Source: an optimization exercise on an open RTL-to-GDS flow (aim: small area, a short achievable clock period and few clock cycles per item). Production flows keep margins and buffers that such runs may drop. Only simulation tests tie the RTL to the original design; equivalence was not proved. Power and IR drop assume default switching activity.

### design.v
`timescale 1ns / 1ps
package olr_pkg;
  localparam int X_BITS     = 10;
  localparam int COUNT_BITS = 12;
  localparam int Y_W        = 32;
  localparam int RES_W      = 32;
  localparam int SX_W  = X_BITS + COUNT_BITS;         
  localparam int SXX_W = 2 * X_BITS + COUNT_BITS;     
  localparam int SY_W  = Y_W + COUNT_BITS;            
  localparam int SXY_W = Y_W + X_BITS + COUNT_BITS;   
  localparam int D_W  = SXX_W + COUNT_BITS;           
  localparam int NS_W = 67;
  localparam int NO_W = 77;
  localparam int U_W = 23;
  localparam int A_W = 33;
  localparam int B_W = 55;
  localparam int SLOT   = 17;
  localparam int SLOT_W = 5;
endpackage
`timescale 1ns / 1ps
import olr_pkg::*;
module olr_div #(
  parameter int NUM_W = 77
) (
  input  logic                        clk,
  input  logic                        load,
  input  logic                        step,
  input  logic                        first,
  input  logic signed [NUM_W-1:0]     num,
  input  logic [D_W-1:0]              den,
  input  logic [D_W+1:0]              den3,
  output logic signed [RES_W-1:0]     res
);
  localparam int MAG_W = D_W + 33;    
  localparam int R_W   = D_W + 2;     
  logic               neg_r;
  logic               sat_r;
  logic [R_W-1:0]     rem_r;
  logic [31:0]        lo_r;
  logic [NUM_W-1:0]   mag_n;
  logic [MAG_W-1:0]   mag;
  logic [R_W-1:0]     r4;
  logic [R_W:0]       t1, t2, t3;
  logic               ge1, ge2, ge3;
  logic [D_W-1:0]     rem_sel;
  logic [1:0]         qd;
  logic               sat0;
  assign mag_n = num[NUM_W-1] ? NUM_W'(-num) : NUM_W'(num);
  assign mag   = MAG_W'(mag_n);
  assign r4  = {rem_r[D_W-1:0], lo_r[31:30]};
  assign t1  = {1'b0, r4} - {3'b000, den};
  assign t2  = {1'b0, r4} - {2'b00, den, 1'b0};
  assign t3  = {1'b0, r4} - {1'b0, den3};
  assign ge1 = !t1[R_W];
  assign ge2 = !t2[R_W];
  assign ge3 = !t3[R_W];
  assign sat0 = rem_r >= R_W'(den);
  always_comb begin
    if (ge3) begin
      rem_sel = t3[D_W-1:0];
      qd      = 2'd3;
    end else if (ge2) begin
      rem_sel = t2[D_W-1:0];
      qd      = 2'd2;
    end else if (ge1) begin
      rem_sel = t1[D_W-1:0];
      qd      = 2'd1;
    end else begin
      rem_sel = r4[D_W-1:0];
      qd      = 2'd0;
    end
  end
  always_ff @(posedge clk) begin
    if (load) begin
      neg_r <= num[NUM_W-1];
      sat_r <= 1'b0;
      rem_r <= mag[MAG_W-1:31];
      lo_r  <= {mag[30:0], 1'b0};
    end else if (step) begin
      if (first) sat_r <= sat0;
      rem_r <= R_W'(rem_sel);
      lo_r  <= {lo_r[29:0], qd};
    end
  end
  logic [32:0] q_inc;
  logic [31:0] q_dec;
  logic [31:0] rq;
  logic        qz;
  assign q_inc = {1'b0, lo_r} + 33'd1;
  assign q_dec = lo_r - 32'd1;
  assign rq    = q_inc[32:1];
  assign qz    = lo_r == '0;
  always_comb begin
    if (neg_r) res = (sat_r || qz) ? {sat_r, {(RES_W-1){1'b0}}} : {1'b1, ~q_dec[31:1]};
    else       res = (sat_r || rq[31]) ? {1'b0, {(RES_W-1){1'b1}}} : $signed(rq);
  end
endmodule
`timescale 1ns / 1ps
import olr_pkg::*;
module olr_dp (
  input  logic                             clk,
  input  logic                             rst_n,
  input  logic [SLOT_W-1:0]                slot_c,
  input  logic                             last,
  input  logic                             adv,
  output logic                             dv,
  input  logic                             in_valid,
  output logic                             in_ready,
  input  logic [X_BITS-1:0]                x_coord,
  input  logic signed [Y_W-1:0]            y_value,
  output logic                             out_valid,
  input  logic                             out_ready,
  output logic signed [RES_W-1:0]          slope_value,
  output logic signed [RES_W-1:0]          offset_value,
  output logic                             fit_valid,
  output logic [COUNT_BITS-1:0]            points_seen,
  output logic                             point_dropped
);
  logic [COUNT_BITS-1:0]   n_r;
  logic [SX_W-1:0]         sx_r;
  logic signed [SY_W-1:0]  sy_r;
  logic [SXX_W-1:0]        sxx_r;
  logic signed [SXY_W-1:0] sxy_r;
  logic [D_W-1:0]          d_r;
  logic signed [NS_W-1:0]  ns_r;
  logic signed [NO_W-1:0]  no_r;
  logic                        xv_r;
  logic [3:0]                  xc_r;
  logic [X_BITS-1:0]           x_r;
  logic signed [Y_W-1:0]       y_r;
  logic [COUNT_BITS+9:0]       pn_r;     
  logic [SX_W+9:0]             psx_r;    
  logic signed [SY_W+9:0]      psy_r;    
  logic signed [Y_W+9:0]       pxy_r;    
  logic [2*X_BITS-1:0]         pxx_r;    
  logic xbit, xstep, xdone, xfer, drop;
  logic [3:0] xc_nx;
  assign xc_nx = xc_r + 4'd1;
  assign xstep  = xv_r && (xc_r != 4'd10);
  assign xdone  = xv_r && (xc_r == 4'd10);
  assign xfer   = adv && xdone;
  assign drop   = n_r == {COUNT_BITS{1'b1}};
  assign in_ready = !xv_r;
  logic [COUNT_BITS:0]   pn_t;
  logic [SX_W:0]         psx_t;
  logic signed [SY_W:0]  psy_t;
  logic signed [Y_W:0]   pxy_t;
  logic [X_BITS:0]       pxx_t;
  assign pn_t  = {1'b0, pn_r[COUNT_BITS+9:10]} + (xbit ? {1'b0, n_r} : '0);
  assign psx_t = {1'b0, psx_r[SX_W+9:10]} + (xbit ? {1'b0, sx_r} : '0);
  assign psy_t = {psy_r[SY_W+9], psy_r[SY_W+9:10]} +
                 (xbit ? {sy_r[SY_W-1], sy_r} : '0);
  assign pxy_t = {pxy_r[Y_W+9], pxy_r[Y_W+9:10]} +
                 (xbit ? {y_r[Y_W-1], y_r} : '0);
  assign pxx_t = {1'b0, pxx_r[2*X_BITS-1:10]} + (xbit ? {1'b0, x_r} : '0);
  always_ff @(posedge clk) begin
    if (!rst_n) begin
      xv_r <= 1'b0;
    end else if (in_valid && !xv_r) begin
      xv_r <= 1'b1;
    end else if (xfer) begin
      xv_r <= 1'b0;
    end
  end
  always_ff @(posedge clk) begin
    if (in_valid && !xv_r) begin
      x_r   <= x_coord;
      y_r   <= y_value;
      xc_r  <= 4'd0;
      xbit  <= x_coord[0];
      pn_r  <= '0;
      psx_r <= '0;
      psy_r <= '0;
      pxy_r <= '0;
      pxx_r <= '0;
    end else if (xstep) begin
      xc_r  <= xc_nx;
      xbit  <= (xc_r == 4'd9) ? 1'b0 : x_r[xc_nx];
      pn_r  <= {pn_t, pn_r[9:1]};
      psx_r <= {psx_t, psx_r[9:1]};
      psy_r <= {psy_t, psy_r[9:1]};
      pxy_r <= {pxy_t, pxy_r[9:1]};
      pxx_r <= {pxx_t, pxx_r[9:1]};
    end
  end
  logic signed [U_W-1:0] u_nx;
  logic signed [A_W-1:0] a_nx;
  logic signed [B_W-1:0] b_nx;
  assign u_nx = $signed({1'b0, pn_r}) - $signed({1'b0, sx_r});
  assign a_nx = $signed({1'b0, sxx_r}) - $signed({1'b0, psx_r});
  assign b_nx = B_W'(psy_r) - B_W'(sxy_r);
  always_ff @(posedge clk) begin
    if (!rst_n) begin
      n_r   <= '0;
      sx_r  <= '0;
      sy_r  <= '0;
      sxx_r <= '0;
      sxy_r <= '0;
    end else if (xfer && !drop) begin
      n_r   <= n_r + 1'b1;
      sx_r  <= sx_r + SX_W'(x_r);
      sy_r  <= sy_r + SY_W'(y_r);
      sxx_r <= sxx_r + SXX_W'(pxx_r);
      sxy_r <= sxy_r + SXY_W'(pxy_r);
    end
  end
  logic                      yv_r;
  logic signed [U_W-1:0]     u_r;
  logic signed [A_W-1:0]     a_r;
  logic signed [B_W-1:0]     b_r;
  logic [Y_W-1:0]            yy_r;      
  logic [11:0]               yx_r;      
  logic [11:0]               lxb_r;     
  logic signed [U_W:0]       accu_r;    
  logic [Y_W-1:0]            lu_r;      
  logic signed [A_W:0]       acca_r;    
  logic signed [B_W:0]       accxb_r;   
  logic signed [U_W:0]       accxu_r;   
  logic [COUNT_BITS-1:0]     seen_y;
  logic                      drop_y;
  logic ystep, xdig_r;
  assign ystep = yv_r && !slot_c[4];
  always_ff @(posedge clk) begin
    if (!rst_n) xdig_r <= 1'b0;
    else        xdig_r <= adv || (xdig_r && slot_c != SLOT_W'(5));
  end
  function automatic logic [2:0] booth(input logic b2, input logic b1, input logic b0);
    booth[2] = b2 && !(b1 && b0);
    booth[1] = b1 ^ b0;
    booth[0] = (b2 && !b1 && !b0) || (!b2 && b1 && b0);
  endfunction
  logic [2:0] ydig_r, xdig3_r;
  logic yneg, yone, ytwo, xneg, xone, xtwo;
  assign {yneg, yone, ytwo} = ydig_r;
  assign xneg = xdig_r && xdig3_r[2];
  assign xone = xdig_r && xdig3_r[1];
  assign xtwo = xdig_r && xdig3_r[0];
  logic [U_W+2:0] ppu, ppxu;
  logic [A_W+2:0] ppa;
  logic [B_W+2:0] ppb;
  always_comb begin
    ppu  = (yone ? (U_W+3)'(u_r) : '0) | (ytwo ? (U_W+3)'(u_r) << 1 : '0);
    ppxu = (xone ? (U_W+3)'(u_r) : '0) | (xtwo ? (U_W+3)'(u_r) << 1 : '0);
    ppa  = (yone ? (A_W+3)'(a_r) : '0) | (ytwo ? (A_W+3)'(a_r) << 1 : '0);
    ppb  = (xone ? (B_W+3)'(b_r) : '0) | (xtwo ? (B_W+3)'(b_r) << 1 : '0);
    ppu  = ppu ^ {(U_W+3){yneg}};
    ppxu = ppxu ^ {(U_W+3){xneg}};
    ppa  = ppa ^ {(A_W+3){yneg}};
    ppb  = ppb ^ {(B_W+3){xneg}};
  end
  logic [U_W+3:0] tu_w, txu_w;
  logic [A_W+3:0] ta_w;
  logic [B_W+3:0] txb_w;
  logic [U_W+2:0] tu, txu;
  logic [A_W+2:0] ta;
  logic [B_W+2:0] txb;
  assign tu_w  = {(U_W+3)'(accu_r), 1'b1} + {ppu, yneg};
  assign txu_w = {(U_W+3)'(accxu_r), 1'b1} + {ppxu, xneg};
  assign ta_w  = {(A_W+3)'(acca_r), 1'b1} + {ppa, yneg};
  assign txb_w = {(B_W+3)'(accxb_r), 1'b1} + {ppb, xneg};
  assign tu    = tu_w[U_W+3:1];
  assign txu   = txu_w[U_W+3:1];
  assign ta    = ta_w[A_W+3:1];
  assign txb   = txb_w[B_W+3:1];
  always_ff @(posedge clk) begin
    if (xfer) begin
      u_r     <= drop ? '0 : u_nx;
      a_r     <= drop ? '0 : a_nx;
      b_r     <= drop ? '0 : b_nx;
      yy_r    <= drop ? '0 : y_r;
      yx_r    <= drop ? '0 : {2'b00, x_r};
      ydig_r  <= drop ? '0 : booth(y_r[1], y_r[0], 1'b0);
      xdig3_r <= drop ? '0 : booth(x_r[1], x_r[0], 1'b0);
      seen_y  <= drop ? n_r : n_r + 1'b1;
      drop_y  <= drop;
      accu_r  <= '0;
      acca_r  <= '0;
      accxb_r <= '0;
      accxu_r <= '0;
    end else if (ystep) begin
      accu_r  <= (U_W+1)'($signed(tu) >>> 2);
      lu_r    <= {tu[1:0], lu_r[Y_W-1:2]};
      acca_r  <= (A_W+1)'($signed(ta) >>> 2);
      yy_r    <= {ta[1:0], yy_r[Y_W-1:2]};
      ydig_r  <= booth(yy_r[3], yy_r[2], yy_r[1]);
      if (xdig_r) begin
        accxu_r <= (U_W+1)'($signed(txu) >>> 2);
        yx_r    <= {txu[1:0], yx_r[11:2]};
        accxb_r <= (B_W+1)'($signed(txb) >>> 2);
        lxb_r   <= {txb[1:0], lxb_r[11:2]};
        xdig3_r <= booth(yx_r[3], yx_r[2], yx_r[1]);
      end
    end
  end
  always_ff @(posedge clk) begin
    if (!rst_n) begin
      yv_r <= 1'b0;
    end else if (adv) begin
      yv_r <= xdone;
    end
  end
  logic signed [U_W+12:0] p_xu;
  logic signed [U_W+32:0] p_u;
  logic signed [A_W+32:0] p_a;
  logic signed [B_W+12:0] p_xb;
  assign p_xu = {accxu_r, yx_r};
  assign p_u  = {accu_r, lu_r};
  assign p_a  = {acca_r, yy_r};
  assign p_xb = {accxb_r, lxb_r};
  logic [D_W-1:0]  d_a, d_b, d_s, d_c;
  logic [NS_W-1:0] s_a, s_b, s_s, s_c, s_m;
  logic [NO_W-1:0] o_a, o_b, o_s, o_c;
  assign d_a = D_W'(a_r);
  assign d_b = D_W'(p_xu);
  assign d_s = d_r ^ d_a ^ d_b;
  assign d_c = ((d_r & d_a) | (d_r & d_b) | (d_a & d_b)) << 1;
  assign s_a = NS_W'(p_u);
  assign s_b = ~(NS_W'(b_r));
  assign s_s = ns_r ^ s_a ^ s_b;
  assign s_c = {s_m[NS_W-2:0], 1'b1};
  assign s_m = (ns_r & s_a) | (ns_r & s_b) | (s_a & s_b);
  assign o_a = NO_W'(p_a);
  assign o_b = NO_W'(p_xb);
  assign o_s = no_r ^ o_a ^ o_b;
  assign o_c = ((no_r & o_a) | (no_r & o_b) | (o_a & o_b)) << 1;
  always_ff @(posedge clk) begin
    if (!rst_n) begin
      d_r  <= '0;
      ns_r <= '0;
      no_r <= '0;
    end else if (adv && yv_r) begin
      d_r  <= d_s + d_c;
      ns_r <= s_s + s_c;
      no_r <= o_s + o_c;
    end
  end
  logic                  dv_r;
  logic                  fv_r;
  logic [D_W-1:0]        den_r;
  logic [D_W+1:0]        den3_r;
  logic [COUNT_BITS-1:0] seen_d;
  logic                  drop_d;
  logic                  dload, dstep, fin;
  logic                  c0_r, dfirst;
  always_ff @(posedge clk) begin
    if (!rst_n) begin
      c0_r   <= 1'b0;
      dfirst <= 1'b0;
    end else begin
      c0_r   <= adv;
      dfirst <= c0_r;
    end
  end
  assign dload  = dv_r && c0_r;
  assign dstep  = dv_r && !c0_r && (!last || adv);
  assign fin    = fv_r && c0_r;
  assign dv     = dv_r;
  always_ff @(posedge clk) begin
    if (!rst_n) begin
      dv_r <= 1'b0;
      fv_r <= 1'b0;
    end else if (adv) begin
      dv_r <= yv_r;
      fv_r <= dv_r;
    end
  end
  always_ff @(posedge clk) begin
    if (adv) begin
      seen_d <= seen_y;
      drop_d <= drop_y;
    end
    if (dload) begin
      den_r  <= d_r;
      den3_r <= {2'b00, d_r} + {1'b0, d_r, 1'b0};
    end
  end
  logic signed [RES_W-1:0] slope_q, offset_q;
  olr_div #(.NUM_W(NS_W)) u_div_slope (
    .clk   (clk),
    .load  (dload),
    .step  (dstep),
    .first (dfirst),
    .num   (ns_r),
    .den   (den_r),
    .den3  (den3_r),
    .res   (slope_q)
  );
  olr_div #(.NUM_W(NO_W)) u_div_offset (
    .clk   (clk),
    .load  (dload),
    .step  (dstep),
    .first (dfirst),
    .num   (no_r),
    .den   (den_r),
    .den3  (den3_r),
    .res   (offset_q)
  );
  logic                    ov_r;
  logic signed [RES_W-1:0] slope_r, offset_r;
  logic                    fit_r;
  logic [COUNT_BITS-1:0]   seen_r;
  logic                    drop_r;
  logic                    fit;
  assign fit = den_r != '0;
  always_ff @(posedge clk) begin
    if (!rst_n) begin
      ov_r <= 1'b0;
    end else if (fin) begin
      ov_r <= 1'b1;
    end else if (out_ready) begin
      ov_r <= 1'b0;
    end
  end
  always_ff @(posedge clk) begin
    if (adv && dv_r) begin
      seen_r <= seen_d;
      drop_r <= drop_d;
    end
    if (fin) begin
      fit_r    <= fit;
      slope_r  <= fit ? slope_q : '0;
      offset_r <= fit ? offset_q : '0;
    end
  end
  assign out_valid     = ov_r;
  assign slope_value   = slope_r;
  assign offset_value  = offset_r;
  assign fit_valid     = fit_r;
  assign points_seen   = seen_r;
  assign point_dropped = drop_r;
endmodule
`timescale 1ns / 1ps
import olr_pkg::*;
module olr_ctrl (
  input  logic              clk,
  input  logic              rst_n,
  input  logic              out_valid,
  input  logic              out_ready,
  input  logic              dv,
  output logic [SLOT_W-1:0] slot_c,
  output logic              last,
  output logic              adv
);
  logic [SLOT_W-1:0] c_r;
  logic              last_r;
  assign last = last_r;
  assign adv  = last_r && !(dv && out_valid);
  always_ff @(posedge clk) begin
    if (!rst_n) begin
      c_r    <= '0;
      last_r <= 1'b0;
    end else if (!last_r) begin
      c_r    <= c_r + 1'b1;
      last_r <= c_r == SLOT_W'(SLOT - 2);
    end else if (adv) begin
      c_r    <= '0;
      last_r <= 1'b0;
    end
  end
  assign slot_c = c_r;
endmodule
`timescale 1ns / 1ps
import olr_pkg::*;
module online_linear_regression_fit (
  input  logic                             clk,
  input  logic                             rst_n,
  input  logic                             in_valid,
  output logic                             in_ready,
  input  logic [olr_pkg::X_BITS-1:0]       in_x_coord,
  input  logic signed [olr_pkg::Y_W-1:0]   in_y_value,
  output logic                             out_valid,
  input  logic                             out_ready,
  output logic signed [olr_pkg::RES_W-1:0] out_slope_value,
  output logic signed [olr_pkg::RES_W-1:0] out_offset_value,
  output logic                             out_fit_valid,
  output logic [olr_pkg::COUNT_BITS-1:0]   out_points_seen,
  output logic                             out_point_dropped
);
  logic [SLOT_W-1:0] slot_c;
  logic              adv;
  logic              last;
  logic              dv;
  olr_ctrl u_ctrl (
    .clk       (clk),
    .rst_n     (rst_n),
    .out_valid (out_valid),
    .out_ready (out_ready),
    .dv        (dv),
    .slot_c    (slot_c),
    .last      (last),
    .adv       (adv)
  );
  olr_dp u_dp (
    .clk           (clk),
    .rst_n         (rst_n),
    .slot_c        (slot_c),
    .last          (last),
    .adv           (adv),
    .dv            (dv),
    .in_valid      (in_valid),
    .in_ready      (in_ready),
    .x_coord       (in_x_coord),
    .y_value       (in_y_value),
    .out_valid     (out_valid),
    .out_ready     (out_ready),
    .slope_value   (out_slope_value),
    .offset_value  (out_offset_value),
    .fit_valid     (out_fit_valid),
    .points_seen   (out_points_seen),
    .point_dropped (out_point_dropped)
  );
endmodule
### run.sh
#!/bin/bash
# synth_recipe.tcl (not shown) runs the flow's synth.tcl, then flattens the netlist and writes it again
# the make line also repeats each setting of config.mk as NAME=value (left out here)
make -C /OpenROAD-flow-scripts/flow DESIGN_CONFIG=/design/flow/config.mk WORK_HOME=/design/flow/orfs CLKGATE_MAP_FILE= SYNTH_SCRIPT=/design/flow/synth_recipe.tcl finish
### config.mk
export PLATFORM = sky130hd
export DESIGN_NAME = online_linear_regression_fit
export DESIGN_NICKNAME = online_linear_regression_fit
export VERILOG_FILES = /design/flow/design.v
export SDC_FILE = /design/flow/constraint.sdc
export NUM_CORES = 4
export LEC_CHECK = 0
export CAP_MARGIN = 20
export CORE_MARGIN = 2
export CORE_UTILIZATION = 40
export SETUP_SLACK_MARGIN = 5
export SLEW_MARGIN = 20
### constraint.sdc
create_clock -name core_clock -period 9.0 [get_ports {clk}]
set_input_delay 1.8000 -clock core_clock [delete_from_list [all_inputs] [get_ports {clk}]]
set_output_delay 1.8000 -clock core_clock [all_outputs]
set_load 0.01 [all_outputs]
==> flow_metrics.env, run 1 <==
export IMPL_outcome="finished clean"
export IMPL_rsz0062_at_grt="true"
export IMPL_setup_tns_ps=0
export IMPL_worst_path_most_repeated_cell="o211ai_1"
export IMPL_timing_final_max_slew_violations=0
export IMPL_root_buffer="clkbuf_16"
export IMPL_die_area_um2=279100
export IMPL_path_max_fanout=3
export IMPL_avgRoutedWirePerCell_um=22.06
export IMPL_ios=126
export IMPL_h_tree_depth=4
export IMPL_slew_headroom=0.2646
export IMPL_numCtsBuffers=170
export IMPL_n_fill_cell=25960
export IMPL_vias=100600
export IMPL_portBuffers=125
export IMPL_clk_pin_slew_ps=60
export IMPL_maxCapViolations=0
export IMPL_grt_pass1_wl_um=568100
export IMPL_finish_utilization=0.4839
export IMPL_syn_to_final_growth_pct=20.41
export IMPL_drive_above_1_share=0.1372
export IMPL_synth_enable_flop_cells=587
export IMPL_layout_commonest_cell="nand2_1"
export IMPL_crit_path_end_kind="register"
export IMPL_syn_instance_count=13190
export IMPL_start_kind="register"
export IMPL_holdBufCountCts=0
export IMPL_cp_data_arrival_time_ps=5300
export IMPL_synth_top_family_by_area="compound AO/OA/AOI/OAI gates"
export IMPL_ant_nets=0
export IMPL_coreArea_um2=273600
export IMPL_path_buf_inv=1
export IMPL_crit_path_cell_trace="fa_1 -> ha_2 -> fa_2 -> a211oi_4 -> o21bai_2 -> a211oi_2 -> o211ai_1 -> a211o_1 -> a21o_1 -> a31oi_4 -> o211ai_1 -> a21bo_2 -> a41oi_4 -> buf_4 -> o21ai_2 -> xnor2_1 -> o21ai_1"
export IMPL_r2r_start="u_dp.yy_r[1]"
export IMPL_rows=192
export IMPL_synth_cell_area_um2=110000
export IMPL_report_power_total_mw=16.56
export IMPL_finClkSkew_ps=87.11
export IMPL_vdd_drop_max_v=0.0001374
export IMPL_cp_required_ps=9670
export IMPL_cts_buffer_depth=4
export IMPL_cp_slowest_cell="fa_1"
export IMPL_grt_max_degree=153
export IMPL_wirelength_um=382500
export IMPL_drc=0
export IMPL_yosysSeqAreaShare=0.2859
export IMPL_synth_fp_nets=14530
export IMPL_yosys_warnings=4
export IMPL_antenna_found_initial=12
export IMPL_min_path_type="reg2reg"
export IMPL_p_leak_nw=57.25
export IMPL_fp_dieH_um=528.3
export IMPL_ys_flop_type="dfxtp_1"
export IMPL_hold_viol_final=0
export IMPL_ys_ff_latch=1277
export IMPL_place_area_um2=114900
export IMPL_fin_crit_ps=4628
export IMPL_hp_start="u_dp.seen_d[0]"
export IMPL_die_w_um=528.3
export IMPL_drtPass1Iterations=6
export IMPL_initial_utilization=0.4019
export IMPL_grt_pass1_vias=94350
export IMPL_setup_viol=0
export IMPL_initialDrtViolationCount=8022
export IMPL_fin_crit_sh=0.5143
export IMPL_synth_async_reset_ratio=0
export IMPL_synthAdderAreaFrac=0.1617
export IMPL_grt_overflow=0
export IMPL_synthXorXnorAreaFrac=0.09240
export IMPL_clock_latency_ps=880
export IMPL_clock_sinks=1277
export IMPL_layout_common_cells="1,418 x nand2_1, 1,118 x a21oi_1, 1,028 x ha_1, 822 x o21ai_0, 707 x nor2_1"
export IMPL_fin_area_um2=132400
export IMPL_final_nets=14960
export IMPL_synth_distinct_cells=101
export IMPL_avgSynthCellArea_um2=8.339
export IMPL_synth_compound_area_frac=0.2519
export IMPL_gp_congestion=0.9401
export IMPL_worstSetupPathType="reg2reg"
export IMPL_crit_start="u_dp.yy_r[1]"
export IMPL_synth_mux_area_fraction=0.002811
export IMPL_worst_pin_slew_ps=1093
export IMPL_viasPerCell=5.800
export IMPL_max_freq_mhz=216.1
export IMPL_power_density_nw_per_um2=125.1
export IMPL_worst_path_largest_cell_delay_ps=480
export IMPL_tritoncts="yes"
export IMPL_yosys_area_share_simple=0.1613
export IMPL_cp_top_family="compound AO/OA/AOI/OAI gates"
export IMPL_dp_hpwl_um=276600
export IMPL_grtUsageTotal=0.2600
-- power by group --
part / total [mW] / switching (mW) / internal (mW)
logic: 3.13 / 1.73 / 1.39
registers: 6.45 / 0.224 / 6.23
clock network: 6.98 / 2.80 / 4.19
total: 16.6 / 4.75 / 11.8
-- what timing repair did --
| action | 4_1_cts | 5_1_grt |
|---|---|---|
| setup endpoints to repair | 444 | 429 |
| setup buffers | 345 | 177 |
| cloned | 46 | 11 |
| resized for setup | 838 | 676 |
| pin swaps | 309 | 405 |
-- cell type report --
class | instances | area (µm²) | share of cell area
Clock buffer | 225 | 4700 | 0.03549
Sequential cell | 1277 | 31540 | 0.2382
Tap cell | 3589 | 4491 | 0.03392
Antenna cell | 4 | 10.01 | 0.00007560
Timing Repair Buffer | 793 | 8606 | 0.06500
Multi-Input combinational cell | 10630 | 79280 | 0.5988
Clock inverter | 76 | 894.6 | 0.006757
Inverter | 747 | 2877 | 0.02173
-- sequential cells by signal, indices dropped and copies added, names as in the netlist, 44 cells and up --
register / cells
u_dp.sxy_r: 54
u_dp.ns_r: 67
u_dp.accxb_r: 56
u_dp.u_div_offset.rem_r: 46
u_dp.no_r: 77
u_dp.b_r: 55
u_dp.den3_r: 46
u_dp.u_div_slope.rem_r: 44
u_dp.sy_r: 44
u_dp.psy_r: 54
u_dp.d_r: 44
-- metrics by stage --
step	hold slack (ps)	worst slack, ps	instances
after global routing	419.6	4253	17340
after detailed placement	405.9	3297	16460
after global placement	402.5	3056	16460
final	415.1	4372	17340
after CTS	407.9	4371	17150
after floorplan	400.3	4751	13190
-- kinds of logic (layout without fill, tap and decap cells) --
family / Yosys count / count (layout)
buffers and inverters: 1281 / 1841
multiplexers: 28 / 28
XOR/XNOR: 1160 / 1160
AND/OR/NAND/NOR: 3768 / 3772
adder cells (fa/ha/maj): 1297 / 1297
AO/OA/AOI/OAI: 4374 / 4375
other: 0 / 4
flip-flops: 1277 / 1277
-- worst paths after layout --
kind	to	slack [ps]	cells after the start
max	u_dp.no_r[75]	4370	17
min	u_dp.seen_r[0]	420	0
max reg2reg	u_dp.no_r[75]	4370	17
min reg2reg	u_dp.seen_r[0]	420	0
-- per-layer routing --
metal / vias to the layer above / global-route usage / part of all wire
met1: 48090 / 0.3635 / 0.46
met4: 2 / 0.1044 / 0.046
met3: 666 / 0.02807 / 0.060
met5: - / 0 / 0.000034
met2: 3112 / 0.4077 / 0.44
li1: 48720 / - / -
-- synthesized netlist by cell type, types with 24 or more instances --
library cell	count	area share
buf_1	52	0.0018
inv_1	743	0.025
a31o_2	29	0.0023
nor3b_1	24	0.0016
dfxtp_1	690	0.13
and3_1	111	0.0063
a221oi_1	37	0.0029
edfxtp_1	587	0.16
or3_1	94	0.0053
o41ai_1	39	0.0031
a211oi_1	144	0.0098
nand3_1	257	0.012
o31a_1	24	0.0019
nor2_1	759	0.026
or2_2	38	0.0022
o31ai_1	85	0.0058
o21a_1	120	0.0082
a21oi_1	1244	0.057
o211ai_1	81	0.0055
nand2b_1	153	0.0087
a211o_1	46	0.0037
nor2b_1	167	0.0095
nand2_1	1449	0.049
or4_1	25	0.0017
xnor2_1	650	0.052
a22o_1	58	0.0046
a21o_1	598	0.041
nor4_1	37	0.0021
clkbuf_1	460	0.016
fa_1	207	0.038
ha_1	1090	0.12
o211a_1	25	0.0023
a21boi_0	57	0.0039
o21bai_1	113	0.0077
xor2_1	510	0.041
nor3_1	188	0.0086
o21ai_0	1040	0.047
a31oi_1	145	0.0082
and2_1	236	0.013
o22ai_1	84	0.0048
nand4_1	156	0.0089
a22oi_1	158	0.011
Testbench counts, summed over its fixed seeds: cycles 17,552, items 1,024.
==> run 2: changes to the inputs <==
--- a/design.v
+++ b/design.v
@@ -121,9 +121,16 @@
   logic signed [SY_W-1:0]  sy_r;
   logic [SXX_W-1:0]        sxx_r;
   logic signed [SXY_W-1:0] sxy_r;
+  logic [D_W-33:0]         d_hi;
+  logic [NS_W-33:0]        ns_hi;
+  logic [NO_W-33:0]        no_hi;
+  logic [31:0]             d_lo, ns_lo, no_lo;
   logic [D_W-1:0]          d_r;
   logic signed [NS_W-1:0]  ns_r;
   logic signed [NO_W-1:0]  no_r;
+  assign d_r  = {d_hi, d_lo};
+  assign ns_r = {ns_hi, ns_lo};
+  assign no_r = {no_hi, no_lo};
   logic                        xv_r;
   logic [3:0]                  xc_r;
   logic [X_BITS-1:0]           x_r;
@@ -210,20 +217,15 @@
   logic signed [B_W-1:0]     b_r;
   logic [Y_W-1:0]            yy_r;      
   logic [11:0]               yx_r;      
-  logic [11:0]               lxb_r;     
   logic signed [U_W:0]       accu_r;    
-  logic [Y_W-1:0]            lu_r;      
   logic signed [A_W:0]       acca_r;    
   logic signed [B_W:0]       accxb_r;   
   logic signed [U_W:0]       accxu_r;   
+  logic [1:0]                cd_r, cn_r, co_r;
   logic [COUNT_BITS-1:0]     seen_y;
   logic                      drop_y;
-  logic ystep, xdig_r;
+  logic ystep;
   assign ystep = yv_r && !slot_c[4];
-  always_ff @(posedge clk) begin
-    if (!rst_n) xdig_r <= 1'b0;
-    else        xdig_r <= adv || (xdig_r && slot_c != SLOT_W'(5));
-  end
   function automatic logic [2:0] booth(input logic b2, input logic b1, input logic b0);
     booth[2] = b2 && !(b1 && b0);
     booth[1] = b1 ^ b0;
@@ -232,9 +234,7 @@
   logic [2:0] ydig_r, xdig3_r;
   logic yneg, yone, ytwo, xneg, xone, xtwo;
   assign {yneg, yone, ytwo} = ydig_r;
-  assign xneg = xdig_r && xdig3_r[2];
-  assign xone = xdig_r && xdig3_r[1];
-  assign xtwo = xdig_r && xdig3_r[0];
+  assign {xneg, xone, xtwo} = xdig3_r;
   logic [U_W+2:0] ppu, ppxu;
   logic [A_W+2:0] ppa;
   logic [B_W+2:0] ppb;
@@ -262,6 +262,13 @@
   assign txu   = txu_w[U_W+3:1];
   assign ta    = ta_w[A_W+3:1];
   assign txb   = txb_w[B_W+3:1];
+  logic [3:0] sd, sn, so;
+  logic [1:0] a_bits, nb_bits;
+  assign a_bits  = a_r[2*slot_c[3:0] +: 2];
+  assign nb_bits = ~b_r[2*slot_c[3:0] +: 2];
+  assign sd = 4'(d_lo[1:0]) + 4'(txu[1:0]) + 4'(a_bits) + 4'(cd_r);
+  assign sn = 4'(ns_lo[1:0]) + 4'(tu[1:0]) + 4'(nb_bits) + 4'(cn_r);
+  assign so = 4'(no_lo[1:0]) + 4'(ta[1:0]) + 4'(txb[1:0]) + 4'(co_r);
   always_ff @(posedge clk) begin
     if (xfer) begin
       u_r     <= drop ? '0 : u_nx;
@@ -277,19 +284,21 @@
       acca_r  <= '0;
       accxb_r <= '0;
       accxu_r <= '0;
+      cd_r    <= 2'd0;
+      cn_r    <= 2'd1;
+      co_r    <= 2'd0;
     end else if (ystep) begin
       accu_r  <= (U_W+1)'($signed(tu) >>> 2);
-      lu_r    <= {tu[1:0], lu_r[Y_W-1:2]};
       acca_r  <= (A_W+1)'($signed(ta) >>> 2);
-      yy_r    <= {ta[1:0], yy_r[Y_W-1:2]};
+      accxu_r <= (U_W+1)'($signed(txu) >>> 2);
+      accxb_r <= (B_W+1)'($signed(txb) >>> 2);
+      yy_r    <= {2'b00, yy_r[Y_W-1:2]};
+      yx_r    <= {2'b00, yx_r[11:2]};
       ydig_r  <= booth(yy_r[3], yy_r[2], yy_r[1]);
-      if (xdig_r) begin
-        accxu_r <= (U_W+1)'($signed(txu) >>> 2);
-        yx_r    <= {txu[1:0], yx_r[11:2]};
-        accxb_r <= (B_W+1)'($signed(txb) >>> 2);
-        lxb_r   <= {txb[1:0], lxb_r[11:2]};
-        xdig3_r <= booth(yx_r[3], yx_r[2], yx_r[1]);
-      end
+      xdig3_r <= (slot_c < SLOT_W'(5)) ? booth(yx_r[3], yx_r[2], yx_r[1]) : 3'b000;
+      cd_r    <= sd[3:2];
+      cn_r    <= sn[3:2];
+      co_r    <= so[3:2];
     end
   end
   always_ff @(posedge clk) begin
@@ -299,39 +308,49 @@
       yv_r <= xdone;
     end
   end
-  logic signed [U_W+12:0] p_xu;
-  logic signed [U_W+32:0] p_u;
-  logic signed [A_W+32:0] p_a;
-  logic signed [B_W+12:0] p_xb;
-  assign p_xu = {accxu_r, yx_r};
-  assign p_u  = {accu_r, lu_r};
-  assign p_a  = {acca_r, yy_r};
-  assign p_xb = {accxb_r, lxb_r};
-  logic [D_W-1:0]  d_a, d_b, d_s, d_c;
-  logic [NS_W-1:0] s_a, s_b, s_s, s_c, s_m;
-  logic [NO_W-1:0] o_a, o_b, o_s, o_c;
-  assign d_a = D_W'(a_r);
-  assign d_b = D_W'(p_xu);
-  assign d_s = d_r ^ d_a ^ d_b;
-  assign d_c = ((d_r & d_a) | (d_r & d_b) | (d_a & d_b)) << 1;
-  assign s_a = NS_W'(p_u);
-  assign s_b = ~(NS_W'(b_r));
-  assign s_s = ns_r ^ s_a ^ s_b;
-  assign s_c = {s_m[NS_W-2:0], 1'b1};
-  assign s_m = (ns_r & s_a) | (ns_r & s_b) | (s_a & s_b);
-  assign o_a = NO_W'(p_a);
-  assign o_b = NO_W'(p_xb);
-  assign o_s = no_r ^ o_a ^ o_b;
-  assign o_c = ((no_r & o_a) | (no_r & o_b) | (o_a & o_b)) << 1;
+  localparam int DH = D_W - 32;
+  localparam int SH = NS_W - 32;
+  localparam int OH = NO_W - 32;
+  logic [DH-1:0] dh_b, dh_c, dh_z, dh_s1, dh_k1, dh_s2, dh_k2;
+  logic [SH-1:0] sh_b, sh_c, sh_z, sh_s1, sh_k1, sh_s2, sh_k2;
+  logic [OH-1:0] oh_b, oh_c, oh_z, oh_s1, oh_k1, oh_s2, oh_k2;
+  assign dh_b = DH'(accxu_r);
+  assign dh_c = {DH{a_r[A_W-1]}};
+  assign dh_z = DH'({cd_r[1], 1'b0});
+  assign sh_b = SH'(accu_r);
+  assign sh_c = SH'($signed(~b_r[B_W-1:32]));
+  assign sh_z = SH'({cn_r[1], 1'b0});
+  assign oh_b = OH'(acca_r);
+  assign oh_c = OH'(accxb_r);
+  assign oh_z = OH'({co_r[1], 1'b0});
+  assign dh_s1 = d_hi ^ dh_b ^ dh_c;
+  assign dh_k1 = {((d_hi & dh_b) | (d_hi & dh_c) | (dh_b & dh_c)), cd_r[0]};
+  assign dh_s2 = dh_s1 ^ dh_k1 ^ dh_z;
+  assign dh_k2 = {((dh_s1 & dh_k1) | (dh_s1 & dh_z) | (dh_k1 & dh_z)), 1'b0};
+  assign sh_s1 = ns_hi ^ sh_b ^ sh_c;
+  assign sh_k1 = {((ns_hi & sh_b) | (ns_hi & sh_c) | (sh_b & sh_c)), cn_r[0]};
+  assign sh_s2 = sh_s1 ^ sh_k1 ^ sh_z;
+  assign sh_k2 = {((sh_s1 & sh_k1) | (sh_s1 & sh_z) | (sh_k1 & sh_z)), 1'b0};
+  assign oh_s1 = no_hi ^ oh_b ^ oh_c;
+  assign oh_k1 = {((no_hi & oh_b) | (no_hi & oh_c) | (oh_b & oh_c)), co_r[0]};
+  assign oh_s2 = oh_s1 ^ oh_k1 ^ oh_z;
+  assign oh_k2 = {((oh_s1 & oh_k1) | (oh_s1 & oh_z) | (oh_k1 & oh_z)), 1'b0};
   always_ff @(posedge clk) begin
     if (!rst_n) begin
-      d_r  <= '0;
-      ns_r <= '0;
-      no_r <= '0;
+      d_hi  <= '0;
+      ns_hi <= '0;
+      no_hi <= '0;
+      d_lo  <= '0;
+      ns_lo <= '0;
+      no_lo <= '0;
+    end else if (ystep) begin
+      d_lo  <= {sd[1:0], d_lo[31:2]};
+      ns_lo <= {sn[1:0], ns_lo[31:2]};
+      no_lo <= {so[1:0], no_lo[31:2]};
     end else if (adv && yv_r) begin
-      d_r  <= d_s + d_c;
-      ns_r <= s_s + s_c;
-      no_r <= o_s + o_c;
+      d_hi  <= dh_s2 + dh_k2;
+      ns_hi <= sh_s2 + sh_k2;
+      no_hi <= oh_s2 + oh_k2;
     end
   end
   logic                  dv_r;
==> run 2 against run 1 <==
Largest power group unchanged; cell count down 5.5%; sequential share of layout area up 1.2 points; maximum frequency up 8.8%; critical path type unchanged; synthesized cell count down 3.7%; utilization down 1.5 points; routed wire length down 6.5%; non-clock buffer count down 256; final area down 8.9%.
==> flow_metrics.env, run 2 <==
export IMPL_swShare=0.3021
export IMPL_wirelength_um=357600
export IMPL_crit_path_end_kind="register"
export IMPL_clk_pin_slew_ps=60
export IMPL_syn_instance_count=12690
export IMPL_fin_crit_ps=4254
export IMPL_die_area_um2=263500
export IMPL_setup_tns_ps=0
export IMPL_pwr_share_comb=0.214
export IMPL_maxCapViolations=0
export IMPL_timing_final_max_slew_violations=0
export IMPL_reg_top3="u_dp.accxb_r x56, u_dp.b_r x55"
export IMPL_max_freq_mhz=235.1
export IMPL_synth_fp_nets=13950
export IMPL_setup_viol=0
export IMPL_worstSetupPathType="reg2reg"
export IMPL_drtPass1Iterations=6
export IMPL_dp_hpwl_um=262600
export IMPL_initial_utilization=0.4031
export IMPL_synth_top_area_share=0.1560
export IMPL_synth_cell_area_um2=103800
export IMPL_grt_pass1_wl_um=527700
export IMPL_clock_sinks=1234
export IMPL_antenna_found_initial=8
export IMPL_grt_pass1_vias=87150
export IMPL_yosys_warnings=4
export IMPL_gp_congestion=0.9877
export IMPL_path_max_fanout=3
export IMPL_hold_viol_final=0
export IMPL_tritoncts="yes"
export IMPL_max_flop_register="u_dp.accxb_r"
export IMPL_synth_enable_flop_cells=539
export IMPL_largest_register_ffs=56
export IMPL_rsz0062_at_grt="true"
export IMPL_portBuffers=125
export IMPL_yosys_cell_count_top_type="nand2_1"
export IMPL_worst_pin_slew_ps=1164
export IMPL_synth_top_area_cell="edfxtp_1"
export IMPL_cp_required_ps=9710
export IMPL_grtUsageTotal=0.2550
export IMPL_finClkSkew_ps=38.02
export IMPL_power_density_nw_per_um2=136.5
export IMPL_cp_data_arrival_time_ps=4970
export IMPL_drc=0
export IMPL_syn_to_final_growth_pct=16.29
export IMPL_ant_nets=0
export IMPL_numCtsBuffers=155
export IMPL_root_buffer="clkbuf_16"
export IMPL_p_leak_nw=49.84
export IMPL_rows=186
export IMPL_yosys_top_cells_count="1,654 x nand2_1, 1,335 x a21oi_1, 1,085 x ha_1, 862 x o21ai_0, 764 x nor2_1"
export IMPL_intPower_mw=11.49
export IMPL_yosysSeqAreaShare=0.2901
export IMPL_avgSynthCellArea_um2=8.175
export IMPL_viasPerCell=5.790
export IMPL_synth_area_leaders="edfxtp_1 16%, dfxtp_1 13%, ha_1 13%"
export IMPL_h_tree_depth=4
export IMPL_cts_buffer_depth=3
export IMPL_min_path_type="reg2reg"
export IMPL_start_kind="register"
export IMPL_coreArea_um2=257400
export IMPL_ys_flop_type="dfxtp_1"
export IMPL_ys_ff_latch=1234
export IMPL_synth_async_reset_ratio=0
export IMPL_layout_commonest_cell="nand2_1"
export IMPL_synth_distinct_cells=95
export IMPL_drive_above_1_share=0.1085
export IMPL_fp_dieH_um=513.3
export IMPL_final_nets=14120
export IMPL_report_power_total_mw=16.47
export IMPL_place_ws_ps=3719
export IMPL_vdd_drop_max_v=0.0001764
export IMPL_layout_common_cells="1,636 x nand2_1, 1,274 x a21oi_1, 1,016 x ha_1, 770 x o21ai_0, 745 x nor2_1"
export IMPL_outcome="finished clean"
export IMPL_slew_headroom=0.2196
export IMPL_grt_overflow=0
export IMPL_p_seq_frac=0.379
export IMPL_clockPowerShare=0.407
export IMPL_die_w_um=513.3
export IMPL_ios=126
export IMPL_setup_ws_ps=4746
export IMPL_fin_crit_sh=0.4727
export IMPL_holdBufCountCts=0
export IMPL_vias=94870
export IMPL_clock_latency_ps=850
export IMPL_avgRoutedWirePerCell_um=21.82
export IMPL_initialDrtViolationCount=8431
export IMPL_p_sw_mw=4.976
export IMPL_grt_max_degree=177
## run 2: cell count changes after synthesis, moves of 81 or more
| cell | before | now |
|---|---|---|
| fa_1 | 207 | 126 |
| a21o_1 | 598 | 417 |
| a21oi_1 | 1244 | 1335 |
| nand2_1 | 1449 | 1654 |
| o21ai_0 | 1040 | 862 |
| xor2_1 | 510 | 369 |
## run 2: power by group through the flow
stage               clock (mW)  sequential (mW)  combinational [mW]
floorplan                    0             6.27                2.32
global placement             0             6.37                2.96
detailed placement           0             6.37                2.97
CTS                       6.81             6.24                3.21
global route              7.03             6.26                3.86
finish                    6.70             6.25                3.52
## run 2: area by class of cell
| class | instances | area, µm² |
|---|---|---|
| Fill cell | 25220 | 136700 |
| Multi-Input combinational cell | 10230 | 72540 |
| Sequential cell | 1234 | 30190 |
| Timing Repair Buffer | 537 | 5514 |
| Clock buffer | 218 | 4429 |
| Tap cell | 3384 | 4234 |
| Inverter | 705 | 2761 |
| Clock inverter | 73 | 975.9 |
| Antenna cell | 5 | 12.51 |
## run 2: what timing repair did
action	CTS	global route
setup endpoints to repair	332	261
buffers inserted	125	169
resized for setup	435	482
cloned	16	15
pin swaps	118	212
hold endpoints to repair	0	0
## run 2: cell families after synthesis
group | synth area share
simple gates | 0.1744
buf+inv | 0.04502
xor+xnor | 0.09041
compound gates | 0.2383
fa+ha+maj | 0.1552
flops | 0.2901
mux | 0.006548
## run 2: final timing paths
path | startpoint | to | slack, ps | depth (start not counted)
min reg2reg | u_dp.seen_y[11] | u_dp.seen_d[11] | 410 | 0
min | u_dp.seen_y[11] | u_dp.seen_d[11] | 410 | 0
max reg2reg | u_dp.acca_r[1] | u_dp.no_hi[43] | 4750 | 16
max | u_dp.acca_r[1] | u_dp.no_hi[43] | 4750 | 16
## run 2: critical path, stage by stage (launching register included)
cell and delay, ps:
dfxtp_2 330, fa_1 570, fa_2 470, ha_4 190, fa_2 360, a21o_1 180, a21o_1 170, a21oi_2 170
o21a_2 190, o41ai_4 100, o41ai_4 350, o311ai_4 160, a41oi_2 350, o21ai_2 110, a21boi_1 140, nor3_1 60
o31a_1 250
## run 2: routing by layer
metal | up-vias | share of wire | GRT usage
li1 | 46150 | - | -
met1 | 44860 | 0.43 | 0.3408
met2 | 3206 | 0.46 | 0.4143
met3 | 651 | 0.062 | 0.02946
met4 | 6 | 0.048 | 0.1104
met5 | - | 0.00011 | 0
## run 2: per-stage QoR
step	area [µm²]	cells	utilization	hold WS (ps)
after global routing	120600	16380	0.4687	420.6
final	120700	16390	0.4688	413.2
after floorplan	103800	12690	-	400.3
after CTS	117000	16200	0.4545	415.5
after detailed placement	108200	15770	0.4203	404.5
after global placement	108200	15770	0.4203	400.4
Testbench counts of run 2, summed over its fixed seeds: cycles 17,552, items 1,024.
==> run 3: changes to the inputs <==
--- a/design.v
+++ b/design.v
@@ -104,6 +104,7 @@
   input  logic                             last,
   input  logic                             adv,
   output logic                             dv,
+  output logic                             out_full_n,
   input  logic                             in_valid,
   output logic                             in_ready,
   input  logic [X_BITS-1:0]                x_coord,
@@ -136,9 +137,9 @@
   logic [X_BITS-1:0]           x_r;
   logic signed [Y_W-1:0]       y_r;
   logic [COUNT_BITS+9:0]       pn_r;     
-  logic [SX_W+9:0]             psx_r;    
-  logic signed [SY_W+9:0]      psy_r;    
-  logic signed [Y_W+9:0]       pxy_r;    
+  logic signed [A_W+9:0]      pa_r;     
+  logic signed [B_W+9:0]      pnb_r;    
+  logic signed [B_W+9:0]      pxy_r;    
   logic [2*X_BITS-1:0]         pxx_r;    
   logic xbit, xstep, xdone, xfer, drop;
   logic [3:0] xc_nx;
@@ -147,28 +148,37 @@
   assign xdone  = xv_r && (xc_r == 4'd10);
   assign xfer   = adv && xdone;
   assign drop   = n_r == {COUNT_BITS{1'b1}};
-  assign in_ready = !xv_r;
   logic [COUNT_BITS:0]   pn_t;
-  logic [SX_W:0]         psx_t;
-  logic signed [SY_W:0]  psy_t;
-  logic signed [Y_W:0]   pxy_t;
+  logic [A_W+1:0]        pa_w;
+  logic [B_W+1:0]        pnb_w, pxy_w;
+  logic [A_W:0]          pa_t;
+  logic [B_W:0]          pnb_t, pxy_t;
   logic [X_BITS:0]       pxx_t;
   assign pn_t  = {1'b0, pn_r[COUNT_BITS+9:10]} + (xbit ? {1'b0, n_r} : '0);
-  assign psx_t = {1'b0, psx_r[SX_W+9:10]} + (xbit ? {1'b0, sx_r} : '0);
-  assign psy_t = {psy_r[SY_W+9], psy_r[SY_W+9:10]} +
-                 (xbit ? {sy_r[SY_W-1], sy_r} : '0);
-  assign pxy_t = {pxy_r[Y_W+9], pxy_r[Y_W+9:10]} +
-                 (xbit ? {y_r[Y_W-1], y_r} : '0);
+  assign pa_w  = {pa_r[A_W+9], pa_r[A_W+9:10], 1'b1} +
+                 {(xbit ? ~((A_W+1)'(sx_r)) : '0), xbit};
+  assign pnb_w = {pnb_r[B_W+9], pnb_r[B_W+9:10], 1'b1} +
+                 {(xbit ? ~((B_W+1)'(sy_r)) : '0), xbit};
+  assign pxy_w = {pxy_r[B_W+9], pxy_r[B_W+9:10], 1'b1} +
+                 {(xbit ? (B_W+1)'(y_r) : '0), 1'b0};
+  assign pa_t  = pa_w[A_W+1:1];
+  assign pnb_t = pnb_w[B_W+1:1];
+  assign pxy_t = pxy_w[B_W+1:1];
   assign pxx_t = {1'b0, pxx_r[2*X_BITS-1:10]} + (xbit ? {1'b0, x_r} : '0);
+  logic rdy_r;
   always_ff @(posedge clk) begin
     if (!rst_n) begin
-      xv_r <= 1'b0;
+      xv_r  <= 1'b0;
+      rdy_r <= 1'b1;
     end else if (in_valid && !xv_r) begin
-      xv_r <= 1'b1;
+      xv_r  <= 1'b1;
+      rdy_r <= 1'b0;
     end else if (xfer) begin
-      xv_r <= 1'b0;
+      xv_r  <= 1'b0;
+      rdy_r <= 1'b1;
     end
   end
+  assign in_ready = rdy_r;
   always_ff @(posedge clk) begin
     if (in_valid && !xv_r) begin
       x_r   <= x_coord;
@@ -176,16 +186,16 @@
       xc_r  <= 4'd0;
       xbit  <= x_coord[0];
       pn_r  <= '0;
-      psx_r <= '0;
-      psy_r <= '0;
-      pxy_r <= '0;
+      pa_r  <= {(A_W)'(sxx_r), 10'd0};
+      pnb_r <= {(B_W)'(sxy_r), 10'd0};
+      pxy_r <= {(B_W)'(sxy_r), 10'd0};
       pxx_r <= '0;
     end else if (xstep) begin
       xc_r  <= xc_nx;
       xbit  <= (xc_r == 4'd9) ? 1'b0 : x_r[xc_nx];
       pn_r  <= {pn_t, pn_r[9:1]};
-      psx_r <= {psx_t, psx_r[9:1]};
-      psy_r <= {psy_t, psy_r[9:1]};
+      pa_r  <= {pa_t, pa_r[9:1]};
+      pnb_r <= {pnb_t, pnb_r[9:1]};
       pxy_r <= {pxy_t, pxy_r[9:1]};
       pxx_r <= {pxx_t, pxx_r[9:1]};
     end
@@ -194,8 +204,8 @@
   logic signed [A_W-1:0] a_nx;
   logic signed [B_W-1:0] b_nx;
   assign u_nx = $signed({1'b0, pn_r}) - $signed({1'b0, sx_r});
-  assign a_nx = $signed({1'b0, sxx_r}) - $signed({1'b0, psx_r});
-  assign b_nx = B_W'(psy_r) - B_W'(sxy_r);
+  assign a_nx = pa_r[A_W-1:0];
+  assign b_nx = pnb_r[B_W-1:0];      
   always_ff @(posedge clk) begin
     if (!rst_n) begin
       n_r   <= '0;
@@ -208,13 +218,13 @@
       sx_r  <= sx_r + SX_W'(x_r);
       sy_r  <= sy_r + SY_W'(y_r);
       sxx_r <= sxx_r + SXX_W'(pxx_r);
-      sxy_r <= sxy_r + SXY_W'(pxy_r);
+      sxy_r <= pxy_r[SXY_W-1:0];
     end
   end
   logic                      yv_r;
   logic signed [U_W-1:0]     u_r;
   logic signed [A_W-1:0]     a_r;
-  logic signed [B_W-1:0]     b_r;
+  logic signed [B_W-1:0]     b_r;       
   logic [Y_W-1:0]            yy_r;      
   logic [11:0]               yx_r;      
   logic signed [U_W:0]       accu_r;    
@@ -222,7 +232,6 @@
   logic signed [B_W:0]       accxb_r;   
   logic signed [U_W:0]       accxu_r;   
   logic [1:0]                cd_r, cn_r, co_r;
-  logic [COUNT_BITS-1:0]     seen_y;
   logic                      drop_y;
   logic ystep;
   assign ystep = yv_r && !slot_c[4];
@@ -246,7 +255,7 @@
     ppu  = ppu ^ {(U_W+3){yneg}};
     ppxu = ppxu ^ {(U_W+3){xneg}};
     ppa  = ppa ^ {(A_W+3){yneg}};
-    ppb  = ppb ^ {(B_W+3){xneg}};
+    ppb  = ppb ^ {(B_W+3){!xneg}};
   end
   logic [U_W+3:0] tu_w, txu_w;
   logic [A_W+3:0] ta_w;
@@ -257,7 +266,7 @@
   assign tu_w  = {(U_W+3)'(accu_r), 1'b1} + {ppu, yneg};
   assign txu_w = {(U_W+3)'(accxu_r), 1'b1} + {ppxu, xneg};
   assign ta_w  = {(A_W+3)'(acca_r), 1'b1} + {ppa, yneg};
-  assign txb_w = {(B_W+3)'(accxb_r), 1'b1} + {ppb, xneg};
+  assign txb_w = {(B_W+3)'(accxb_r), 1'b1} + {ppb, !xneg};
   assign tu    = tu_w[U_W+3:1];
   assign txu   = txu_w[U_W+3:1];
   assign ta    = ta_w[A_W+3:1];
@@ -265,7 +274,7 @@
   logic [3:0] sd, sn, so;
   logic [1:0] a_bits, nb_bits;
   assign a_bits  = a_r[2*slot_c[3:0] +: 2];
-  assign nb_bits = ~b_r[2*slot_c[3:0] +: 2];
+  assign nb_bits = b_r[2*slot_c[3:0] +: 2];
   assign sd = 4'(d_lo[1:0]) + 4'(txu[1:0]) + 4'(a_bits) + 4'(cd_r);
   assign sn = 4'(ns_lo[1:0]) + 4'(tu[1:0]) + 4'(nb_bits) + 4'(cn_r);
   assign so = 4'(no_lo[1:0]) + 4'(ta[1:0]) + 4'(txb[1:0]) + 4'(co_r);
@@ -278,14 +287,13 @@
       yx_r    <= drop ? '0 : {2'b00, x_r};
       ydig_r  <= drop ? '0 : booth(y_r[1], y_r[0], 1'b0);
       xdig3_r <= drop ? '0 : booth(x_r[1], x_r[0], 1'b0);
-      seen_y  <= drop ? n_r : n_r + 1'b1;
       drop_y  <= drop;
       accu_r  <= '0;
       acca_r  <= '0;
       accxb_r <= '0;
       accxu_r <= '0;
       cd_r    <= 2'd0;
-      cn_r    <= 2'd1;
+      cn_r    <= 2'd0;
       co_r    <= 2'd0;
     end else if (ystep) begin
       accu_r  <= (U_W+1)'($signed(tu) >>> 2);
@@ -318,7 +326,7 @@
   assign dh_c = {DH{a_r[A_W-1]}};
   assign dh_z = DH'({cd_r[1], 1'b0});
   assign sh_b = SH'(accu_r);
-  assign sh_c = SH'($signed(~b_r[B_W-1:32]));
+  assign sh_c = SH'($signed(b_r[B_W-1:32]));
   assign sh_z = SH'({cn_r[1], 1'b0});
   assign oh_b = OH'(acca_r);
   assign oh_c = OH'(accxb_r);
@@ -357,7 +365,6 @@
   logic                  fv_r;
   logic [D_W-1:0]        den_r;
   logic [D_W+1:0]        den3_r;
-  logic [COUNT_BITS-1:0] seen_d;
   logic                  drop_d;
   logic                  dload, dstep, fin;
   logic                  c0_r, dfirst;
@@ -385,7 +392,6 @@
   end
   always_ff @(posedge clk) begin
     if (adv) begin
-      seen_d <= seen_y;
       drop_d <= drop_y;
     end
     if (dload) begin
@@ -415,6 +421,7 @@
     .res   (offset_q)
   );
   logic                    ov_r;
+  logic                    ovn_r;    
   logic signed [RES_W-1:0] slope_r, offset_r;
   logic                    fit_r;
   logic [COUNT_BITS-1:0]   seen_r;
@@ -423,16 +430,19 @@
   assign fit = den_r != '0;
   always_ff @(posedge clk) begin
     if (!rst_n) begin
-      ov_r <= 1'b0;
+      ov_r  <= 1'b0;
+      ovn_r <= 1'b1;
     end else if (fin) begin
-      ov_r <= 1'b1;
+      ov_r  <= 1'b1;
+      ovn_r <= 1'b0;
     end else if (out_ready) begin
-      ov_r <= 1'b0;
+      ov_r  <= 1'b0;
+      ovn_r <= 1'b1;
     end
   end
   always_ff @(posedge clk) begin
     if (adv && dv_r) begin
-      seen_r <= seen_d;
+      seen_r <= n_r - COUNT_BITS'(yv_r && !drop_y);
       drop_r <= drop_d;
     end
     if (fin) begin
@@ -442,6 +452,7 @@
     end
   end
   assign out_valid     = ov_r;
+  assign out_full_n    = ovn_r;
   assign slope_value   = slope_r;
   assign offset_value  = offset_r;
   assign fit_valid     = fit_r;
@@ -453,8 +464,7 @@
 module olr_ctrl (
   input  logic              clk,
   input  logic              rst_n,
-  input  logic              out_valid,
-  input  logic              out_ready,
+  input  logic              out_full_n,
   input  logic              dv,
   output logic [SLOT_W-1:0] slot_c,
   output logic              last,
@@ -463,7 +473,7 @@
   logic [SLOT_W-1:0] c_r;
   logic              last_r;
   assign last = last_r;
-  assign adv  = last_r && !(dv && out_valid);
+  assign adv  = last_r && !(dv && !out_full_n);
   always_ff @(posedge clk) begin
     if (!rst_n) begin
       c_r    <= '0;
@@ -499,11 +509,11 @@
   logic              adv;
   logic              last;
   logic              dv;
+  logic              out_full_n;
   olr_ctrl u_ctrl (
     .clk       (clk),
     .rst_n     (rst_n),
-    .out_valid (out_valid),
-    .out_ready (out_ready),
+    .out_full_n(out_full_n),
     .dv        (dv),
     .slot_c    (slot_c),
     .last      (last),
@@ -516,6 +526,7 @@
     .last          (last),
     .adv           (adv),
     .dv            (dv),
+    .out_full_n    (out_full_n),
     .in_valid      (in_valid),
     .in_ready      (in_ready),
     .x_coord       (in_x_coord),
==> run 3 against run 2 <==
Still clean on timing, DRC and antenna; clock skew is 38 ps higher; maximum frequency is 4.6% lower; synthesized cell count is 6.4% lower; die area is 3.3% lower; first-iteration DRC count is 8.0% lower; routed wire length is 2.3% higher; worst setup slack worse by 210 ps; synthesized area is 3.3% lower; hold slack better by 37 ps; final area is 2.0% higher; critical endpoint is now u_dp.u_div_slope.rem_r[23].
==> flow_metrics.env, run 3 <==
export IMPL_clock_latency_ps=870
export IMPL_grtUsageTotal=0.2699
export IMPL_worst_path_largest_cell_delay_ps=520
export IMPL_layout_common_cells="1,519 x nand2_1, 1,095 x a21oi_1, 873 x ha_1, 667 x o21ai_0, 657 x edfxtp_1"
export IMPL_crit_path_end_kind="register"
export IMPL_cp_slowest_cell="or4_4"
export IMPL_root_buffer="clkbuf_16"
export IMPL_timing_final_max_slew_violations=0
export IMPL_reg_top3="u_dp.pnb_r x65, u_dp.pxy_r x65, u_dp.accxb_r x56"
export IMPL_rsz0062_at_grt="true"
export IMPL_ant_nets=0
export IMPL_ios=126
export IMPL_initialDrtViolationCount=7760
export IMPL_p_leak_nw=50.64
export IMPL_tritoncts="yes"
export IMPL_setup_viol=0
export IMPL_yosysSeqAreaShare=0.3163
export IMPL_die_area_um2=254900
export IMPL_maxCapViolations=0
export IMPL_finClkSkew_ps=76.19
export IMPL_synth_top_area_cell="edfxtp_1"
export IMPL_final_nets=13480
export IMPL_wirelength_um=365800
export IMPL_gp_congestion=0.9843
export IMPL_yosys_top_cells_count="1,543 x nand2_1, 1,259 x a21oi_1, 993 x ha_1, 848 x o21ai_0, 657 x edfxtp_1"
export IMPL_clock_sinks=1257
export IMPL_fin_area_um2=123000
export IMPL_coreArea_um2=249100
export IMPL_clk_pin_slew_ps=70
export IMPL_die_w_um=504.9
export IMPL_layout_commonest_cell="nand2_1"
export IMPL_viasPerCell=5.899
export IMPL_synth_area_leaders="edfxtp_1 20%, ha_1 12%, dfxtp_1 12%"
export IMPL_cp_data_arrival_time_ps=4980
export IMPL_drc=0
export IMPL_numCtsBuffers=154
export IMPL_fin_crit_ps=4461
export IMPL_grt_pass1_wl_um=540100
export IMPL_syn_to_final_growth_pct=22.61
export IMPL_synth_cell_area_um2=100400
export IMPL_power_density_nw_per_um2=164.5
export IMPL_synth_distinct_cells=92
export IMPL_dp_hpwl_um=258700
export IMPL_grt_overflow=0
export IMPL_ys_ff_latch=1257
export IMPL_drtPass1Iterations=6
export IMPL_whs_ps=450.3
export IMPL_portBuffers=125
export IMPL_grt_max_degree=138
export IMPL_vdd_drop_max_v=0.0001781
export IMPL_fp_dieH_um=504.9
export IMPL_syn_instance_count=11880
export IMPL_worstSetupPathType="reg2reg"
export IMPL_yosys_cell_count_top_type="nand2_1"
export IMPL_path_max_fanout=4
export IMPL_fin_crit_sh=0.4956
export IMPL_grt_pass1_vias=89280
export IMPL_rows=183
export IMPL_start_kind="register"
export IMPL_h_tree_depth=4
export IMPL_synth_top_area_share=0.1966
export IMPL_setup_tns_ps=0
export IMPL_cp_required_ps=9520
export IMPL_place_area_um2=105000
export IMPL_hold_viol_final=0
export IMPL_avgRoutedWirePerCell_um=23.18
export IMPL_synth_enable_flop_cells=657
export IMPL_vias=93100
export IMPL_min_path_type="reg2reg"
export IMPL_ys_flop_type="edfxtp_1"
export IMPL_avgSynthCellArea_um2=8.450
export IMPL_slew_headroom=0.2550
export IMPL_synth_async_reset_ratio=0
export IMPL_cts_buffer_depth=3
export IMPL_synth_fp_nets=13040
export IMPL_initial_utilization=0.4028
export IMPL_antenna_found_initial=10
export IMPL_yosys_warnings=4
export IMPL_crit_path_cell_trace="or4_4 -> or4_4 -> or2_4 -> buf_4 -> or3_4 -> or4_4 -> or2_4 -> or3_4 -> or2_4 -> o31ai_4 -> xor2_2 -> a21oi_1"
export IMPL_drive_above_1_share=0.1619
export IMPL_worst_pin_slew_ps=1117
export IMPL_max_freq_mhz=224.2
export IMPL_outcome="finished clean"
-- run 3: metal layers --
layer / global-route usage / vias to the layer above / wire [µm]
met5: 0 / - / 38
met4: 0.1579 / 6 / 27140
met3: 0.03531 / 907 / 21480
met2: 0.4512 / 3294 / 169400
met1: 0.3326 / 45000 / 147700
li1: - / 43900 / -
-- run 3: cell families (layout without fill, tap and decap cells) --
logic type / after synthesis / count (layout) / share of synthesized area
muxes: 58 / 58 / 0.007269
xor gates and xnor gates: 999 / 999 / 0.08719
DFF: 1257 / 1257 / 0.3163
and+or+nand+nor: 3530 / 3533 / 0.1629
other: 0 / 3 / 0
AOI/OAI and AO/OA: 3815 / 3815 / 0.2367
buffers and inverters: 1102 / 1671 / 0.04134
adders and majority gates: 1116 / 1116 / 0.1483
-- run 3: layout make-up --
type / count / area [µm²]
Antenna cell: 3 / 7.507
Timing Repair Buffer: 798 / 8154
Tap cell: 3330 / 4167
Timing Repair inverter: 4 / 30.03
Clock buffer: 203 / 4362
Fill cell: 23310 / 126100
Clock inverter: 86 / 1245
Inverter: 580 / 2311
Multi-Input combinational cell: 9521 / 70930
Sequential cell: 1257 / 31840
-- run 3: path summary, 6_finish.rpt --
kind | from | endpoint | slack, ps | cells after the start
max reg2reg | u_dp.ns_lo[8] | u_dp.u_div_slope.rem_r[23] | 4540 | 12
min | u_dp.no_hi[13] | u_dp.no_hi[13] | 450 | 2
min reg2reg | u_dp.no_hi[13] | u_dp.no_hi[13] | 450 | 2
max | u_dp.ns_lo[8] | u_dp.u_div_slope.rem_r[23] | 4540 | 12
-- run 3: worst max-delay path, delay by kind of cell, from the launching register on --
family	cells	cell delay [ps]
xor+xnor	1	310
buf+inv	1	130
compound gates	2	330
simple gates	8	3030
flops	1	340
-- run 3: report_power, final --
group / switching [mW] / leakage [nW] / total, mW / internal (mW)
registers: 0.353 / 11.1 / 6.81 / 6.46
clock network: 2.87 / 2.71 / 6.87 / 4.00
logic: 3.58 / 36.8 / 6.56 / 2.99
total: 6.79 / 50.6 / 20.2 / 13.5
-- run 3: what timing repair did --
action	CTS	global route
hold buffers	0	0
cloned	31	9
setup endpoints to repair	618	409
setup buffers	287	259
gates resized for setup	865	726
endpoints found under the hold margin	0	0
pin swaps	322	533
-- run 3: metrics by stage --
step | utilization | cells | total power [mW] | worst slack, ps
finish | 0.4939 | 15780 | 20.24 | 4539
global placement | 0.4214 | 14900 | 11.63 | 3231
detailed placement | 0.4214 | 14900 | 11.73 | 3151
CTS | 0.4713 | 15510 | 19.56 | 4456
floorplan | - | 11880 | 10.51 | 4408
global route | 0.4939 | 15780 | 21.14 | 4366
Testbench counts of run 3, summed over its fixed seeds: cycles 17,552, items 1,024.

-- static timing again, ports no longer ideal --
No port has a modelled driver above. Below, the same layouts with a new extraction and two added sets of constraints. Step 1, drivers: a clkbuf_16 drives clk and a buf_2 each remaining input, both assumed. Step 2 also shifts input and output timing later by t, the mid clock arrival at the registers, as if the neighbouring blocks saw the same clock. Three values: ideal ports, drivers, drivers and shift; two values: the first two.
| run | t, ns | slack for setup (ns) | hold slack, ns |
|---|---|---|---|
| run 1 | 0.927 | 4.372 / 4.372 / 4.298 | 0.415 / 0.415 / 0.415 |
| run 2 | 0.917 | 4.746 / 4.746 / 4.569 | 0.413 / 0.413 / 0.413 |
| run 3 | 0.927 | 4.539 / 4.539 / 4.182 | 0.450 / 0.450 / 0.450 |
After both steps every run listed still meets setup and hold. For run 3, which loses most, drivers alone change the setup slack by 0.000 ns; drivers and shift together by -0.357 ns.
